What follows belongs to an exercise in optimizing a design on an open flow for small area, a short achievable clock period and few clock cycles per item; a production flow would make more cautious choices. Where RTL was checked, it was by simulation tests only, not by an equivalence proof against the original.

==> 10-14: inputs <==
Design hls_dot_kernel, start of the top module:
module hls_dot_kernel (
  input  logic        clk,
  input  logic        reset,
  input  logic        start,
  input  logic [3:0]  len,
  input  logic        wr_en,
  input  logic        wr_sel,
  input  logic [2:0]  wr_addr,
  input  logic [31:0] wr_data,
  output logic        busy,
  output logic        finished,
  output logic [31:0] return_val
);
  logic [31:0] r_mem_x [8];
  logic [31:0] r_mem_y [8];
  logic        r_busy, r_fin;
  logic [31:0] r_ret;
  logic [7:0]  r_fl;
  logic        r_dirty;
  logic        r_pd_vld, r_pd_sel;
  logic [2:0]  r_pd_addr;
  logic [31:0] r_pd_data;
  logic        r_fb_run, r_fb_mark;
  logic [2:0]  r_fb_cnt, r_fb_last;
  logic [31:0] r_a, r_b, r_acc;
  logic        r_clr1, r_clr2;     
  logic        r_lat, r_zero;      
  logic        w_idle, w_acc_st, w_acc_wr, w_fast, w_zero;
  logic [3:0]  w_len_c;
  logic [7:0]  w_mask;
  logic        w_pd_issue, w_we, w_wsel, w_mark;
  logic [2:0]  w_waddr;
  logic [31:0] w_wdata, w_p;
  assign w_idle   = !r_busy;
  assign w_acc_st = start && !reset && w_idle;
  assign w_acc_wr = wr_en && !reset && w_idle;
  assign w_len_c  = (len > 4'd8) ? 4'd8 : len;
  assign w_mask   = 8'((9'd1 << w_len_c) - 9'd1);
  assign w_zero   = (w_len_c == 4'd0);
  ...
==> module hls_dot_kernel, before the edit <==
module hls_dot_kernel (
  input  logic        clk,
  input  logic        reset,
  input  logic        start,
  input  logic [3:0]  len,
  input  logic        wr_en,
  input  logic        wr_sel,
  input  logic [2:0]  wr_addr,
  input  logic [31:0] wr_data,
  output logic        busy,
  output logic        finished,
  output logic [31:0] return_val
);
  logic [31:0] r_mem_x [8];
  logic [31:0] r_mem_y [8];
  logic        r_busy, r_fin;
  logic [31:0] r_ret;
  logic [7:0]  r_fl;
  logic        r_dirty;
  logic        r_pd_vld, r_pd_sel;
  logic [2:0]  r_pd_addr;
  logic [31:0] r_pd_data;
  logic        r_fb_run, r_fb_mark;
  logic [2:0]  r_fb_cnt, r_fb_last;
  logic [31:0] r_a, r_b, r_acc;
  logic        r_clr1, r_clr2;     
  logic        r_lat, r_zero;      
  logic        w_idle, w_acc_st, w_acc_wr, w_fast, w_zero;
  logic [3:0]  w_len_c;
  logic [7:0]  w_mask;
  logic        w_pd_issue, w_we, w_wsel, w_mark;
  logic [2:0]  w_waddr;
  logic [31:0] w_wdata, w_p;
  assign w_idle   = !r_busy;
  assign w_acc_st = start && !reset && w_idle;
  assign w_acc_wr = wr_en && !reset && w_idle;
  assign w_len_c  = (len > 4'd8) ? 4'd8 : len;
  assign w_mask   = 8'((9'd1 << w_len_c) - 9'd1);
  assign w_zero   = (w_len_c == 4'd0);
  assign w_fast   = w_zero || (!r_dirty && (r_fl == w_mask));
  assign w_pd_issue = r_pd_vld && (reset || !r_fb_run);
  assign w_we    = w_pd_issue || (w_acc_wr && !w_acc_st);
  assign w_wsel  = w_pd_issue ? r_pd_sel  : wr_sel;
  assign w_waddr = w_pd_issue ? r_pd_addr : wr_addr;
  assign w_wdata = w_pd_issue ? r_pd_data : wr_data;
  assign w_mark = (w_acc_st && w_fast) || r_fb_mark;
  always_ff @(posedge clk) begin
    if (w_we) begin
      if (w_wsel) r_mem_y[w_waddr] <= w_wdata;
      else        r_mem_x[w_waddr] <= w_wdata;
    end
  end
  always_ff @(posedge clk) begin
    if (r_fb_run) begin
      r_a <= r_mem_x[r_fb_cnt];
      r_b <= r_mem_y[r_fb_cnt];
    end else begin
      r_a <= r_mem_x[w_waddr];
      r_b <= (w_we && w_wsel) ? w_wdata : 32'd0;
    end
    r_clr1 <= w_mark || (r_fb_run && r_fb_cnt == 3'd0);
    r_clr2 <= r_clr1;
  end
  hls_pipe_mul u_mul (
    .clk  (clk),
    .i_a  (r_a),
    .i_b  (r_b),
    .i_acc(r_clr2 ? 32'd0 : r_acc),
    .o_p  (w_p)
  );
  always_ff @(posedge clk) r_acc <= w_p;
  always_ff @(posedge clk) begin
    if (reset) begin
      r_busy    <= 1'b0;
      r_fin     <= 1'b0;
      r_lat     <= 1'b0;
      r_fb_run  <= 1'b0;
      r_fb_mark <= 1'b0;
      r_dirty   <= 1'b1;
      r_fl      <= 8'd0;
    end else begin
      r_lat     <= w_mark;
      r_zero    <= w_acc_st && w_zero;
      r_fb_mark <= r_fb_run && (r_fb_cnt == r_fb_last);
      if (w_acc_st) begin
        r_busy <= 1'b1;
        r_fin  <= 1'b0;
      end else if (r_lat) begin
        r_busy <= 1'b0;
        r_fin  <= 1'b1;
      end
      if (w_acc_st && !w_fast) begin
        r_fb_run  <= 1'b1;
        r_fb_last <= 3'(w_len_c - 4'd1);
        r_fb_cnt  <= 3'd0;
      end else if (r_fb_run) begin
        if (r_fb_cnt == r_fb_last) r_fb_run <= 1'b0;
        r_fb_cnt <= r_fb_cnt + 3'd1;
      end
      if (w_mark) begin
        r_dirty <= 1'b0;
        r_fl    <= (w_we && w_wsel) ? 8'(1 << w_waddr) : 8'd0;
      end else if (w_we) begin
        if (r_fl[w_waddr]) r_dirty <= 1'b1;
        if (w_wsel) r_fl[w_waddr] <= 1'b1;
      end
    end
  end
  always_ff @(posedge clk) begin
    if (r_lat) r_ret <= r_zero ? 32'd0 : w_p;
  end
  always_ff @(posedge clk) begin
    if (w_acc_st && w_acc_wr) begin
      r_pd_vld  <= 1'b1;
      r_pd_sel  <= wr_sel;
      r_pd_addr <= wr_addr;
      r_pd_data <= wr_data;
    end else if (w_pd_issue) begin
      r_pd_vld  <= 1'b0;
    end
  end
  assign busy       = r_busy;
  assign finished   = r_fin;
  assign return_val = r_ret;
endmodule
Settings: LEC_CHECK=0, CAP_MARGIN=20, CORE_MARGIN=2, CORE_UTILIZATION=40, SLEW_MARGIN=20; clock period 8.0 ns.
run.sh (not shown) runs the stock make flow with config.mk's settings and CLKGATE_MAP_FILE= SYNTH_SCRIPT=/design/flow/synth_recipe.tcl, a recipe that flattens the netlist after the stock synthesis.
==> 07-08 (differences from 10-14) <==
--- a/flow/design.v
+++ b/flow/design.v
@@ -1006,7 +1006,6 @@
   logic        r_dirty;
   logic        r_pd_vld, r_pd_sel;
   logic [2:0]  r_pd_addr;
-  logic [31:0] r_pd_data;
   logic        r_fb_run, r_fb_mark;
   logic [2:0]  r_fb_cnt, r_fb_last;
   logic [31:0] r_a, r_b, r_acc;
@@ -1016,7 +1015,7 @@
   logic [3:0]  w_len_c;
   logic [7:0]  w_mask;
   logic        w_pd_issue, w_we, w_wsel, w_mark;
-  logic [2:0]  w_waddr;
+  logic [2:0]  w_waddr, w_raddr;
   logic [31:0] w_wdata, w_p;
   assign w_idle   = !r_busy;
   assign w_acc_st = start && !reset && w_idle;
@@ -1026,10 +1025,10 @@
   assign w_zero   = (w_len_c == 4'd0);
   assign w_fast   = w_zero || (!r_dirty && (r_fl == w_mask));
   assign w_pd_issue = r_pd_vld && (reset || !r_fb_run);
-  assign w_we    = w_pd_issue || (w_acc_wr && !w_acc_st);
-  assign w_wsel  = w_pd_issue ? r_pd_sel  : wr_sel;
-  assign w_waddr = w_pd_issue ? r_pd_addr : wr_addr;
-  assign w_wdata = w_pd_issue ? r_pd_data : wr_data;
+  assign w_we    = r_pd_vld ? (reset || !r_fb_run) : (w_acc_wr && !w_acc_st);
+  assign w_wsel  = r_pd_vld ? r_pd_sel  : wr_sel;
+  assign w_waddr = r_pd_vld ? r_pd_addr : wr_addr;
+  assign w_wdata = r_pd_vld ? r_ret : wr_data;
   assign w_mark = (w_acc_st && w_fast) || r_fb_mark;
   always_ff @(posedge clk) begin
     if (w_we) begin
@@ -1037,14 +1036,11 @@
       else        r_mem_x[w_waddr] <= w_wdata;
     end
   end
+  assign w_raddr = r_fb_run ? r_fb_cnt : w_waddr;
   always_ff @(posedge clk) begin
-    if (r_fb_run) begin
-      r_a <= r_mem_x[r_fb_cnt];
-      r_b <= r_mem_y[r_fb_cnt];
-    end else begin
-      r_a <= r_mem_x[w_waddr];
-      r_b <= (w_we && w_wsel) ? w_wdata : 32'd0;
-    end
+    r_a <= r_mem_x[w_raddr];
+    if (r_fb_run) r_b <= r_mem_y[r_fb_cnt];
+    else          r_b <= (w_we && w_wsel) ? w_wdata : 32'd0;
     r_clr1 <= w_mark || (r_fb_run && r_fb_cnt == 3'd0);
     r_clr2 <= r_clr1;
   end
@@ -1094,14 +1090,14 @@
     end
   end
   always_ff @(posedge clk) begin
-    if (r_lat) r_ret <= r_zero ? 32'd0 : w_p;
+    if (r_lat)                       r_ret <= r_zero ? 32'd0 : w_p;
+    else if (w_acc_st && w_acc_wr)   r_ret <= wr_data;
   end
   always_ff @(posedge clk) begin
     if (w_acc_st && w_acc_wr) begin
       r_pd_vld  <= 1'b1;
       r_pd_sel  <= wr_sel;
       r_pd_addr <= wr_addr;
-      r_pd_data <= wr_data;
     end else if (w_pd_issue) begin
       r_pd_vld  <= 1'b0;
     end
ABC_CLOCK_PERIOD_IN_PS = 3000   (was not set)
SETUP_SLACK_MARGIN = 5   (was not set)
==> results.cfg <==
[outcome]
status = finished clean

[timing]
post-route-period-util = 0.495

[worst_setup_path]
cp-startpoint = r_clr2$_DFF_P_

[place]
globalplace.congestion = 0.902

[global_route]
use_met2 = 0.417

[logic_synthesis]
syn_area_um2 = 46000
ys_top_cells_by_count = edfxtp_1, nor2_1, nand2_1

[final_layout]
final-seq-area_um2 = 21500

[die]
dieArea_um2 = 118000
-- figures above: 07-08

==> results.cfg <==
[die]
dieArea_um2 = 122000

[worst_setup_path]
cp-startpoint = reset

[global_route]
use_met2 = 0.357

[place]
globalplace.congestion = 0.881

[timing]
post-route-period-util = 0.653

[outcome]
status = finished clean

[final_layout]
layout_common_cells = edfxtp_1, nor2_1, a21oi_1, inv_1, nand2_1
final-seq-area_um2 = 22400

[logic_synthesis]
syn_area_um2 = 47900

[routing]
drc = 0
-- figures above: 10-14

Testbench counts of 10-14, summed over its fixed seeds: cycles 4,726, items 384.
Only the layout flow was run in 07-08; the RTL was not checked for function there.

========
==> delta: inputs <==
Another version of the RTL of hls_dot_kernel (not shown whole).
==> module hls_dot_kernel, before the edit <==
module hls_dot_kernel (
  input  logic        clk,
  input  logic        reset,
  input  logic        start,
  input  logic [3:0]  len,
  input  logic        wr_en,
  input  logic        wr_sel,
  input  logic [2:0]  wr_addr,
  input  logic [31:0] wr_data,
  output logic        busy,
  output logic        finished,
  output logic [31:0] return_val
);
  logic [31:0] r_mem_x [8];
  logic [31:0] r_mem_y [8];
  logic        r_busy, r_fin;
  logic [31:0] r_ret;
  logic [7:0]  r_fl;
  logic        r_dirty;
  logic        r_fb_run, r_fb_mark;
  logic [2:0]  r_fb_cnt, r_fb_last;
  logic        r_sh_vld;
  logic [2:0]  r_sh_addr;
  logic [31:0] r_a, r_acc;
  logic [15:0] r_neg, r_one, r_two;    
  logic        r_clr1, r_clr2;         
  logic        r_lat;                  
  logic        w_idle, w_acc_st, w_acc_wr, w_fast, w_fb_st, w_mark, w_mul_y;
  logic [3:0]  w_len_c;
  logic [7:0]  w_mask;
  logic [2:0]  w_raddr;
  logic [31:0] w_b, w_p;
  logic [32:0] w_bx;
  assign w_idle   = !r_busy;
  assign w_acc_st = start && !reset && w_idle;
  assign w_acc_wr = wr_en && !reset && w_idle;
  assign w_len_c  = (len > 4'd8) ? 4'd8 : len;
  assign w_mask   = 8'((9'd1 << w_len_c) - 9'd1);
  assign w_fast   = (w_len_c != 4'd0) && !r_dirty && (r_fl == w_mask) && !wr_en;
  assign w_fb_st  = w_acc_st && !w_fast;
  assign w_mark = (w_acc_st && w_fast) || r_fb_mark;
  always_ff @(posedge clk) begin
    if (w_acc_wr) begin
      if (wr_sel) r_mem_y[wr_addr] <= wr_data;
      else        r_mem_x[wr_addr] <= wr_data;
    end
  end
  assign w_raddr = r_fb_run ? r_fb_cnt : wr_addr;
  assign w_mul_y = r_fb_run ? !(r_sh_vld && r_sh_addr == r_fb_cnt)
                            : (w_acc_st && w_acc_wr && {1'b0, wr_addr} < w_len_c);
  assign w_b  = w_mul_y ? r_mem_y[w_raddr] : ((w_acc_wr && wr_sel && !w_acc_st) ? wr_data : 32'd0);
  assign w_bx = {w_b, 1'b0};
  always_ff @(posedge clk) begin
    r_a <= r_mem_x[w_raddr];
    for (int r = 0; r < 16; r++) begin
      r_neg[r] <= w_bx[2*r+2];
      r_one[r] <= w_bx[2*r+1] ^ w_bx[2*r];
      r_two[r] <= (w_bx[2*r+2] && !w_bx[2*r+1] && !w_bx[2*r]) ||
                  (!w_bx[2*r+2] && w_bx[2*r+1] && w_bx[2*r]);
    end
    r_clr1 <= w_acc_st || r_fb_mark;
    r_clr2 <= r_clr1;
  end
  hls_pipe_mul u_mul (
    .clk  (clk),
    .i_a  (r_a),
    .i_neg(r_neg),
    .i_one(r_one),
    .i_two(r_two),
    .i_acc(r_clr2 ? 32'd0 : r_acc),
    .o_p  (w_p)
  );
  always_ff @(posedge clk) r_acc <= w_p;
  always_ff @(posedge clk) begin
    if (r_lat) r_ret <= w_p;
  end
  always_ff @(posedge clk) begin
    if (reset) begin
      r_busy    <= 1'b0;
      r_fin     <= 1'b0;
      r_lat     <= 1'b0;
      r_fb_run  <= 1'b0;
      r_fb_mark <= 1'b0;
      r_dirty   <= 1'b1;
      r_fl      <= 8'd0;
    end else begin
      r_lat     <= w_mark;
      if (w_acc_st) begin
        r_busy <= 1'b1;
        r_fin  <= 1'b0;
      end else if (r_lat) begin
        r_busy <= 1'b0;
        r_fin  <= 1'b1;
      end
      if (w_acc_st) begin
        r_fb_run  <= !w_fast && (w_len_c != 4'd0);
        r_fb_mark <= !w_fast && (w_len_c == 4'd0);
        r_fb_last <= 3'(w_len_c - 4'd1);
        r_fb_cnt  <= 3'd0;
        r_sh_vld  <= w_acc_wr;
        r_sh_addr <= wr_addr;
      end else begin
        r_fb_mark <= r_fb_run && (r_fb_cnt == r_fb_last);
        if (r_fb_run) begin
          if (r_fb_cnt == r_fb_last) r_fb_run <= 1'b0;
          r_fb_cnt <= r_fb_cnt + 3'd1;
        end
      end
      if (w_acc_st) begin
        r_dirty <= 1'b0;
        r_fl    <= 8'd0;
      end else if (w_acc_wr) begin
        if (r_fl[wr_addr]) r_dirty <= 1'b1;
        if (wr_sel) r_fl[wr_addr] <= 1'b1;
      end
    end
  end
  assign busy       = r_busy;
  assign finished   = r_fin;
  assign return_val = r_ret;
endmodule
Settings: LEC_CHECK=0, ABC_CLOCK_PERIOD_IN_PS=3500, CAP_MARGIN=20, CORE_MARGIN=2, CORE_UTILIZATION=40, SETUP_SLACK_MARGIN=4.6, SLEW_MARGIN=20; clock period 8.0 ns.
==> inputs of zinc, as changes to delta <==
--- a/flow/design.v
+++ b/flow/design.v
@@ -932,18 +932,19 @@
   logic [7:0]  r_fl;
   logic        r_dirty;
+  logic        r_pd_vld, r_pd_sel;
+  logic [2:0]  r_pd_addr;
   logic        r_fb_run, r_fb_mark;
   logic [2:0]  r_fb_cnt, r_fb_last;
-  logic        r_sh_vld;
-  logic [2:0]  r_sh_addr;
-  logic [31:0] r_a, r_acc;
-  logic [15:0] r_neg, r_one, r_two;    
-  logic        r_clr1, r_clr2;         
-  logic        r_lat;                  
-  logic        w_idle, w_acc_st, w_acc_wr, w_fast, w_fb_st, w_mark, w_mul_y;
+  logic [31:0] r_a, r_acc, w_b;
+  logic [32:0] w_bx;
+  logic [15:0] r_neg, r_one, r_two;
+  logic        r_clr1, r_clr2;     
+  logic        r_lat, r_zero;      
+  logic        w_idle, w_acc_st, w_acc_wr, w_fast, w_zero;
   logic [3:0]  w_len_c;
   logic [7:0]  w_mask;
-  logic [2:0]  w_raddr;
-  logic [31:0] w_b, w_p;
-  logic [32:0] w_bx;
+  logic        w_pd_issue, w_we, w_wsel, w_mark;
+  logic [2:0]  w_waddr, w_raddr;
+  logic [31:0] w_wdata, w_p;
   assign w_idle   = !r_busy;
   assign w_acc_st = start && !reset && w_idle;
@@ -951,17 +952,20 @@
   assign w_len_c  = (len > 4'd8) ? 4'd8 : len;
   assign w_mask   = 8'((9'd1 << w_len_c) - 9'd1);
-  assign w_fast   = (w_len_c != 4'd0) && !r_dirty && (r_fl == w_mask) && !wr_en;
-  assign w_fb_st  = w_acc_st && !w_fast;
+  assign w_zero   = (w_len_c == 4'd0);
+  assign w_fast   = w_zero || (!r_dirty && (r_fl == w_mask));
+  assign w_pd_issue = r_pd_vld && (reset || !r_fb_run);
+  assign w_we    = r_pd_vld ? (reset || !r_fb_run) : (w_acc_wr && !w_acc_st);
+  assign w_wsel  = r_pd_vld ? r_pd_sel  : wr_sel;
+  assign w_waddr = r_pd_vld ? r_pd_addr : wr_addr;
+  assign w_wdata = r_pd_vld ? r_ret : wr_data;
   assign w_mark = (w_acc_st && w_fast) || r_fb_mark;
   always_ff @(posedge clk) begin
-    if (w_acc_wr) begin
-      if (wr_sel) r_mem_y[wr_addr] <= wr_data;
-      else        r_mem_x[wr_addr] <= wr_data;
+    if (w_we) begin
+      if (w_wsel) r_mem_y[w_waddr] <= w_wdata;
+      else        r_mem_x[w_waddr] <= w_wdata;
     end
   end
-  assign w_raddr = r_fb_run ? r_fb_cnt : wr_addr;
-  assign w_mul_y = r_fb_run ? !(r_sh_vld && r_sh_addr == r_fb_cnt)
-                            : (w_acc_st && w_acc_wr && {1'b0, wr_addr} < w_len_c);
-  assign w_b  = w_mul_y ? r_mem_y[w_raddr] : ((w_acc_wr && wr_sel && !w_acc_st) ? wr_data : 32'd0);
+  assign w_raddr = r_fb_run ? r_fb_cnt : w_waddr;
+  assign w_b = r_fb_run ? r_mem_y[r_fb_cnt] : ((w_we && w_wsel) ? w_wdata : 32'd0);
   assign w_bx = {w_b, 1'b0};
   always_ff @(posedge clk) begin
@@ -973,5 +977,5 @@
                   (!w_bx[2*r+2] && w_bx[2*r+1] && w_bx[2*r]);
     end
-    r_clr1 <= w_acc_st || r_fb_mark;
+    r_clr1 <= w_mark || (r_fb_run && r_fb_cnt == 3'd0);
     r_clr2 <= r_clr1;
   end
@@ -987,7 +991,4 @@
   always_ff @(posedge clk) r_acc <= w_p;
   always_ff @(posedge clk) begin
-    if (r_lat) r_ret <= w_p;
-  end
-  always_ff @(posedge clk) begin
     if (reset) begin
       r_busy    <= 1'b0;
@@ -1000,4 +1001,6 @@
     end else begin
       r_lat     <= w_mark;
+      r_zero    <= w_acc_st && w_zero;
+      r_fb_mark <= r_fb_run && (r_fb_cnt == r_fb_last);
       if (w_acc_st) begin
         r_busy <= 1'b1;
@@ -1007,27 +1010,34 @@
         r_fin  <= 1'b1;
       end
-      if (w_acc_st) begin
-        r_fb_run  <= !w_fast && (w_len_c != 4'd0);
-        r_fb_mark <= !w_fast && (w_len_c == 4'd0);
+      if (w_acc_st && !w_fast) begin
+        r_fb_run  <= 1'b1;
         r_fb_last <= 3'(w_len_c - 4'd1);
         r_fb_cnt  <= 3'd0;
-        r_sh_vld  <= w_acc_wr;
-        r_sh_addr <= wr_addr;
-      end else begin
-        r_fb_mark <= r_fb_run && (r_fb_cnt == r_fb_last);
-        if (r_fb_run) begin
-          if (r_fb_cnt == r_fb_last) r_fb_run <= 1'b0;
-          r_fb_cnt <= r_fb_cnt + 3'd1;
-        end
+      end else if (r_fb_run) begin
+        if (r_fb_cnt == r_fb_last) r_fb_run <= 1'b0;
+        r_fb_cnt <= r_fb_cnt + 3'd1;
       end
-      if (w_acc_st) begin
+      if (w_mark) begin
         r_dirty <= 1'b0;
-        r_fl    <= 8'd0;
-      end else if (w_acc_wr) begin
-        if (r_fl[wr_addr]) r_dirty <= 1'b1;
-        if (wr_sel) r_fl[wr_addr] <= 1'b1;
+        r_fl    <= (w_we && w_wsel) ? 8'(1 << w_waddr) : 8'd0;
+      end else if (w_we) begin
+        if (r_fl[w_waddr]) r_dirty <= 1'b1;
+        if (w_wsel) r_fl[w_waddr] <= 1'b1;
       end
     end
   end
+  always_ff @(posedge clk) begin
+    if (r_lat)                       r_ret <= r_zero ? 32'd0 : w_p;
+    else if (w_acc_st && w_acc_wr)   r_ret <= wr_data;
+  end
+  always_ff @(posedge clk) begin
+    if (w_acc_st && w_acc_wr) begin
+      r_pd_vld  <= 1'b1;
+      r_pd_sel  <= wr_sel;
+      r_pd_addr <= wr_addr;
+    end else if (w_pd_issue) begin
+      r_pd_vld  <= 1'b0;
+    end
+  end
   assign busy       = r_busy;
   assign finished   = r_fin;
--- a/flow/config.mk
+++ b/flow/config.mk
@@ -6,5 +6,4 @@
 export NUM_CORES = 4
 export LEC_CHECK = 0
-export ABC_CLOCK_PERIOD_IN_PS = 3500
 export CAP_MARGIN = 20
 export CORE_MARGIN = 2
==> inputs of willow, as changes to delta <==
--- a/flow/design.v
+++ b/flow/design.v
@@ -951,5 +951,5 @@
   assign w_len_c  = (len > 4'd8) ? 4'd8 : len;
   assign w_mask   = 8'((9'd1 << w_len_c) - 9'd1);
-  assign w_fast   = (w_len_c != 4'd0) && !r_dirty && (r_fl == w_mask) && !wr_en;
+  assign w_fast   = (w_len_c != 4'd0) && !r_dirty && (r_fl == w_mask);
   assign w_fb_st  = w_acc_st && !w_fast;
   assign w_mark = (w_acc_st && w_fast) || r_fb_mark;
@@ -962,6 +962,6 @@
   assign w_raddr = r_fb_run ? r_fb_cnt : wr_addr;
   assign w_mul_y = r_fb_run ? !(r_sh_vld && r_sh_addr == r_fb_cnt)
-                            : (w_acc_st && w_acc_wr && {1'b0, wr_addr} < w_len_c);
-  assign w_b  = w_mul_y ? r_mem_y[w_raddr] : ((w_acc_wr && wr_sel && !w_acc_st) ? wr_data : 32'd0);
+                            : (w_fb_st ? (w_acc_wr && {1'b0, wr_addr} < w_len_c) : 1'b0);
+  assign w_b  = w_mul_y ? r_mem_y[w_raddr] : ((w_acc_wr && wr_sel && !w_fb_st) ? wr_data : 32'd0);
   assign w_bx = {w_b, 1'b0};
   always_ff @(posedge clk) begin
@@ -973,5 +973,5 @@
                   (!w_bx[2*r+2] && w_bx[2*r+1] && w_bx[2*r]);
     end
-    r_clr1 <= w_acc_st || r_fb_mark;
+    r_clr1 <= w_mark || w_fb_st;
     r_clr2 <= r_clr1;
   end
@@ -1007,7 +1007,7 @@
         r_fin  <= 1'b1;
       end
-      if (w_acc_st) begin
-        r_fb_run  <= !w_fast && (w_len_c != 4'd0);
-        r_fb_mark <= !w_fast && (w_len_c == 4'd0);
+      if (w_fb_st) begin
+        r_fb_run  <= (w_len_c != 4'd0);
+        r_fb_mark <= (w_len_c == 4'd0);
         r_fb_last <= 3'(w_len_c - 4'd1);
         r_fb_cnt  <= 3'd0;
@@ -1021,7 +1021,7 @@
         end
       end
-      if (w_acc_st) begin
+      if (w_mark) begin
         r_dirty <= 1'b0;
-        r_fl    <= 8'd0;
+        r_fl    <= (w_acc_wr && wr_sel) ? 8'(1 << wr_addr) : 8'd0;
       end else if (w_acc_wr) begin
         if (r_fl[wr_addr]) r_dirty <= 1'b1;
--- a/flow/config.mk
+++ b/flow/config.mk
@@ -6,8 +6,7 @@
 export NUM_CORES = 4
 export LEC_CHECK = 0
-export ABC_CLOCK_PERIOD_IN_PS = 3500
 export CAP_MARGIN = 20
 export CORE_MARGIN = 2
 export CORE_UTILIZATION = 40
-export SETUP_SLACK_MARGIN = 4.6
+export SETUP_SLACK_MARGIN = 5
 export SLEW_MARGIN = 20
==> flow_summary.toml <==
[run_status]
outcome = "complete, no violations"

[worst_setup_path]
reg2reg_to = "r_ret[29]$_DFFE_PP_"
crit_start = "len[0]"
r2r-start = "u_mul.r_s[8]$_DFF_P_"
cp.arrival_ps = 4200
criticalPathCategory = "input pin to flip-flop"
critPathMaxStageDelay_ps = 430

[yosys]
synth_area_leaders = "edfxtp_1 (42%), dfxtp_1 (11%), fa_1 (11%)"
ys_types = 71
synth_nets = 3006

[timing]
finalCritPeriodShare_pct = 45.3
hold_slack_ps = 340

[cells_and_area]
fin_area_mm2 = 0.0486
multi_input_area_mm2 = 0.0186

[floorplan]
die-height_um = 318
core_area_mm2 = 0.0981

[clock_tree]
cts_resized = 456

[detailed_routing]
dr.pass1.iters = 6
(the above is from willow)
==> flow_summary.toml <==
[yosys]
synth_area_leaders = "edfxtp_1 (41%), dfxtp_1 (11%), fa_1 (11%)"
ys_types = 77
synth_nets = 3259

[clock_tree]
cts_resized = 282

[worst_setup_path]
criticalPathCategory = "flip-flop to flip-flop"
path_depth = 12
r2r-start = "u_mul.r_s[38]$_DFF_P_"
crit_start = "u_mul.r_s[38]$_DFF_P_"
reg2reg_to = "r_ret[29]$_DFFE_PP_"
cp.arrival_ps = 4250

[detailed_routing]
dr.pass1.iters = 8

[run_status]
outcome = "complete, no violations"

[global_routing]
antenna_found_initial = 7

[floorplan]
core_area_mm2 = 0.100
nWellTaps = 1298

[pwr]
(the above is from zinc)
==> flow_summary.toml <==
[run_status]
outcome = "complete, no violations"

[floorplan]
die-height_um = 318

[clock_tree]
cts_resized = 277

[timing]
hold_slack_ps = 338
finalCritPeriodShare_pct = 44.2

[worst_setup_path]
cp.arrival_ps = 3950
r2r-start = "u_mul.r_s[25]$_DFF_P_"
criticalPathCategory = "flip-flop to flip-flop"

[cells_and_area]
fin_area_mm2 = 0.0469

[detailed_routing]
dr.pass1.iters = 6

[pwr]
(the above is from delta)
Testbench counts of delta, summed over its fixed seeds: cycles 4,726, items 384.
No functional check of the RTL was part of zinc and willow.

[re-timing with driven ports]
The results above use ideal ports. As a check the final layouts listed here were re-extracted and re-timed, cells and wires unchanged. Step 1: set_driving_cell puts a clkbuf_16 on clk and a buf_2 on each other input, an assumption about the parent block. Step 2 times the ports against the registers' clock, not the clock port: input delays grow and output delays shrink by t, the midpoint of the rising clock arrivals with the driver on. a / b / c = no drivers / after step 1 / after step 2; a / b = the first two.
| run | t (ns) | slack for setup (ns) | worst setup path at the end | cell pins on the clock port's net |
|---|---|---|---|---|
| 10-14 | 0.736 | 2.778 / 2.821 / 2.085 | input to register | 1 |
| 07-08 | 0.732 | 4.040 / 4.040 / 3.960 | input to register | 1 |
| delta | 0.710 | 4.464 / 4.464 / 4.050 | input to register | 1 |
| zinc | 0.721 | 4.160 / 4.160 / 3.948 | input to register | 1 |
| willow | 0.728 | 4.373 / 4.390 / 3.664 | input to register | 1 |
After both steps every run listed still meets setup and hold. The setup slack of willow, which loses most, moves by +0.017 ns with the drivers and by -0.709 ns with both steps.
